Source: an optimization exercise on an open RTL-to-GDS flow (aim: small area and a short achievable clock period). Production flows keep margins and buffers that such runs may drop.
Only simulation tests tie the RTL to the original design; equivalence was not proved.
No activity file was given, so power comes from the tool's default toggle rates.

== run Z ==
// socks4a_request_filter
module socks4a_request_filter (
  input  wire logic        clk,
  input  wire logic        rst_n,
  input  wire logic        in_valid,
  output logic             in_ready,
  input  wire logic [7:0]  in_req_byte,
  input  wire logic        in_end_of_request,
  output logic             out_valid,
  input  wire logic        out_ready,
  output logic [7:0]       out_reply_byte,
  output logic             out_reply_final,
  output logic             out_granted,
  output logic             out_is_socks4a,
  output logic             out_is_bind,
  input  wire logic        cfg_valid,
  output logic             cfg_ready,
  input  wire logic [2:0]  cfg_index,
  input  wire logic [37:0] cfg_data
);
clock: 4.5 ns
lec_check: 0
cap_margin: 10
core_margin: 2
core_utilization: 40
place_density: 0.6
setup_slack_margin: 2.3
slew_margin: 10
standard.sh (not shown) runs the stock make flow with config.mk's settings and CLKGATE_MAP_FILE= SYNTH_SCRIPT=/design/flow/synth_recipe.tcl, a recipe that flattens the netlist after the stock synthesis.
==> flow/flow/run.sh <==
#!/bin/bash
# The standard layout (the standard.sh: standard synthesis, floorplan,
# placement, CTS, routing), with two changes:
#  - the port buffers that global placement inserts on every input and output
#    are sky130_fd_sc_hd__buf_2 instead of the delay-buffer cell that
#    buffer_ports picks on its own;
#  - clock tree synthesis uses larger sink clusters and no dummy loads.
set -uo pipefail
bash standard.sh "BUFFER_PORTS_ARGS=-buffer_cell sky130_fd_sc_hd__buf_2" \
  "CTS_ARGS=-sink_clustering_enable -repair_clock_nets -dont_use_dummy_load -buf_list sky130_fd_sc_hd__clkbuf_4 -sink_clustering_size 10 -sink_clustering_max_diameter 40" \
  finish > standard.log 2>&1
Having completed the whole flow, run Z delivered a layout that passed the timing, DRC and antenna checks.
Input-level comparison between run C and run Z:
diff --git a/flow/flow/run.sh b/flow/flow/run.sh
--- a/flow/flow/run.sh
+++ b/flow/flow/run.sh
@@ -10 +10 @@
-  "CTS_ARGS=-sink_clustering_enable -repair_clock_nets -dont_use_dummy_load -buf_list sky130_fd_sc_hd__clkbuf_4 -sink_clustering_size 10 -sink_clustering_max_diameter 40" \
+  "CTS_ARGS=-sink_clustering_enable -repair_clock_nets -dont_use_dummy_load -buf_list sky130_fd_sc_hd__clkbuf_8 -sink_clustering_size 16 -sink_clustering_max_diameter 50" \
## What came out
Run Z ended up with out_is_bind as its termination of the worst setup path; run C ended up with in_ready.
Run C ended up with a lower maximum vdd ir drop than run Z did.
Diff run Z -> run C: final area did not really move; number of buffer and inverter stages on the critical path went up.
[compare] base=run Z new=run C: via count now smaller, clock power share grew by 2.6 points.
Having completed the whole flow, run C delivered a layout that passed the timing, DRC and antenna checks.

* * *

## lagoon
Starting RTL as in the previous note.
Settings: LEC_CHECK=0, CAP_MARGIN=10, CORE_MARGIN=2, CORE_UTILIZATION=40, PLACE_DENSITY=0.6, SETUP_SLACK_MARGIN=2.3, SLEW_MARGIN=10; clock period 4.5 ns.
==> flow/flow/run.sh <==
#!/bin/bash
# The standard layout (the standard.sh: standard synthesis, floorplan,
# placement, CTS, routing), with two changes:
#  - the port buffers that global placement inserts on every input and output
#    are sky130_fd_sc_hd__buf_2 instead of the delay-buffer cell that
#    buffer_ports picks on its own;
#  - clock tree synthesis uses larger sink clusters and no dummy loads.
set -uo pipefail
bash standard.sh "BUFFER_PORTS_ARGS=-buffer_cell sky130_fd_sc_hd__buf_2" \
  "CTS_ARGS=-sink_clustering_enable -repair_clock_nets -dont_use_dummy_load -buf_list sky130_fd_sc_hd__clkbuf_8 -sink_clustering_size 20 -sink_clustering_max_diameter 60" \
  finish > standard.log 2>&1
Having completed the whole flow, lagoon delivered a layout that passed the timing, DRC and antenna checks.
For indigo, these inputs were changed with respect to lagoon:
--- a/flow/flow/run.sh
+++ b/flow/flow/run.sh
@@ -10 +10 @@
-  "CTS_ARGS=-sink_clustering_enable -repair_clock_nets -dont_use_dummy_load -buf_list sky130_fd_sc_hd__clkbuf_8 -sink_clustering_size 20 -sink_clustering_max_diameter 60" \
+  "CTS_ARGS=-sink_clustering_enable -repair_clock_nets -dont_use_dummy_load -buf_list sky130_fd_sc_hd__clkbuf_8 -sink_clustering_size 16 -sink_clustering_max_diameter 50" \
--- a/flow/config.mk
+++ b/flow/config.mk
@@ -8 +8 @@
-export CAP_MARGIN = 10
+export CAP_MARGIN = 20
@@ -10,0 +11 @@
+export GPL_TIMING_DRIVEN = 0
@@ -13 +14 @@
-export SLEW_MARGIN = 10
+export SLEW_MARGIN = 20
==> comparison <==
Number of cells on the worst reg-to-reg path came out exactly the same in lagoon and indigo. Period utilization delta (lagoon -> indigo): insignificant. Between indigo and lagoon, the netlist area before placement figures differ only marginally. Going from lagoon to indigo, worst setup slack picked up an extra 0.0060 ns, final wirelength lost 0.56%, fraction of standard cell area that is sequential went down by 2.8 points.
Setup changes, indigo to xenon
--- a/flow/config.mk
+++ b/flow/config.mk
@@ -11 +10,0 @@
-export GPL_TIMING_DRIVEN = 0
@@ -13 +12 @@
-export SETUP_SLACK_MARGIN = 2.3
+export SETUP_SLACK_MARGIN = 2.45
@@ -14,0 +14 @@
+export TNS_END_PERCENT = 5
Findings:
Power came out lower on xenon than on indigo.
Looking at clock power, xenon sits below indigo.
xenon vs indigo: area growth from synthesis to layout down
From indigo to xenon the numbers moved as follows: total detailed-routing wirelength up about 1.6%, final count of negative-setup-slack endpoints flat.
diff inputs: xenon => zinc
--- a/flow/flow/run.sh
+++ b/flow/flow/run.sh
@@ -5 +5 @@
-#    are sky130_fd_sc_hd__buf_2 instead of the delay-buffer cell that
+#    are sky130_fd_sc_hd__buf_4 instead of the delay-buffer cell that
@@ -9,2 +9,2 @@
-bash standard.sh "BUFFER_PORTS_ARGS=-buffer_cell sky130_fd_sc_hd__buf_2" \
-  "CTS_ARGS=-sink_clustering_enable -repair_clock_nets -dont_use_dummy_load -buf_list sky130_fd_sc_hd__clkbuf_8 -sink_clustering_size 16 -sink_clustering_max_diameter 50" \
+bash standard.sh "BUFFER_PORTS_ARGS=-buffer_cell sky130_fd_sc_hd__buf_4" \
+  "CTS_ARGS=-sink_clustering_enable -repair_clock_nets -dont_use_dummy_load -buf_list sky130_fd_sc_hd__clkbuf_8 -sink_clustering_size 20 -sink_clustering_max_diameter 60" \
--- a/flow/config.mk
+++ b/flow/config.mk
@@ -12 +12 @@
-export SETUP_SLACK_MARGIN = 2.45
+export SETUP_SLACK_MARGIN = 2.3
@@ -14 +13,0 @@
-export TNS_END_PERCENT = 5
## What came out
- In zinc, part of the power in registers is higher than in xenon.
- The higher final weighted congestion of routability-driven global placement came out of xenon.
- Diff xenon -> zinc: per-cell via count in the routed design down about 1.4%; switching component of the power went down; count of buffer and inverter cells on the critical path was more or less identical.
What pepper does differently from zinc at the input level:
--- a/flow/flow/run.sh
+++ b/flow/flow/run.sh
@@ -5 +5 @@
-#    are sky130_fd_sc_hd__buf_4 instead of the delay-buffer cell that
+#    are sky130_fd_sc_hd__buf_2 instead of the delay-buffer cell that
@@ -9,2 +9,2 @@
-bash standard.sh "BUFFER_PORTS_ARGS=-buffer_cell sky130_fd_sc_hd__buf_4" \
-  "CTS_ARGS=-sink_clustering_enable -repair_clock_nets -dont_use_dummy_load -buf_list sky130_fd_sc_hd__clkbuf_8 -sink_clustering_size 20 -sink_clustering_max_diameter 60" \
+bash standard.sh "BUFFER_PORTS_ARGS=-buffer_cell sky130_fd_sc_hd__buf_2" \
+  "CTS_ARGS=-sink_clustering_enable -repair_clock_nets -dont_use_dummy_load -buf_list sky130_fd_sc_hd__clkbuf_8 -sink_clustering_size 16 -sink_clustering_max_diameter 50" \
[summary]
pepper ends up with a average routed wire per standard cell that is 3.3% higher than in zinc.
The flow did not stop early for pepper: all stages ran, and the layout cleared the timing, DRC and antenna checks.
In summary, zinc completed successfully, with a layout that passed the timing, DRC and antenna checks.
Sort zinc and pepper by clock group share of total power, descending, and pepper comes first.
Taking zinc as the reference, in pepper hold slack shrank by 0.020 ns; combinational group share of total power shrank by 0.3 points.
Number of buffers added to fix hold violations after cts delta (pepper -> zinc): insignificant
On worst setup skew after layout, zinc and pepper are neck and neck.

[port drivers added, routing unchanged]
No port has a modelled driver above. Below, the same layouts with a new extraction and two added sets of constraints. Step 1 (the two cells are an assumption about what drives the block):
set clk [get_ports {clk}]
set_driving_cell -lib_cell sky130_fd_sc_hd__clkbuf_16 $clk
set_driving_cell -lib_cell sky130_fd_sc_hd__buf_2 [delete_from_list [all_inputs] $clk]
Step 2 moves the port delays by t, midway between the first and last clock arrival at a register: inputs arrive t later, outputs are due t later. That takes back most of the time a late clock gives input paths. Slacks: no drivers / after step 1 / after step 2; pairs: no drivers / after step 1.
run | shift t [ns] | slack for setup (ns) | worst hold slack (ns) | latest minus earliest clock arrival (ns)
run Z | 0.718 | 2.183 / 2.143 / 1.725 | 0.414 / 0.412 / 0.414 | 0.101 / 0.101
run C | 0.574 | 2.291 / 2.253 / 1.765 | 0.414 / 0.414 / 0.414 | 0.041 / 0.041
lagoon | 0.625 | 2.265 / 2.228 / 1.716 | 0.415 / 0.415 / 0.415 | 0.045 / 0.045
indigo | 0.578 | 2.271 / 2.234 / 1.774 | 0.379 / 0.379 / 0.379 | 0.100 / 0.099
xenon | 0.566 | 2.291 / 2.253 / 1.756 | 0.387 / 0.387 / 0.387 | 0.062 / 0.063
zinc | 0.635 | 2.263 / 2.226 / 1.841 | 0.409 / 0.409 / 0.409 | 0.073 / 0.073
pepper | 0.580 | 2.287 / 2.250 / 1.760 | 0.390 / 0.390 / 0.390 | 0.055 / 0.055
After both steps every run listed still meets setup and hold. For lagoon, which loses most, drivers alone change the setup slack by -0.037 ns; drivers and shift together by -0.549 ns.
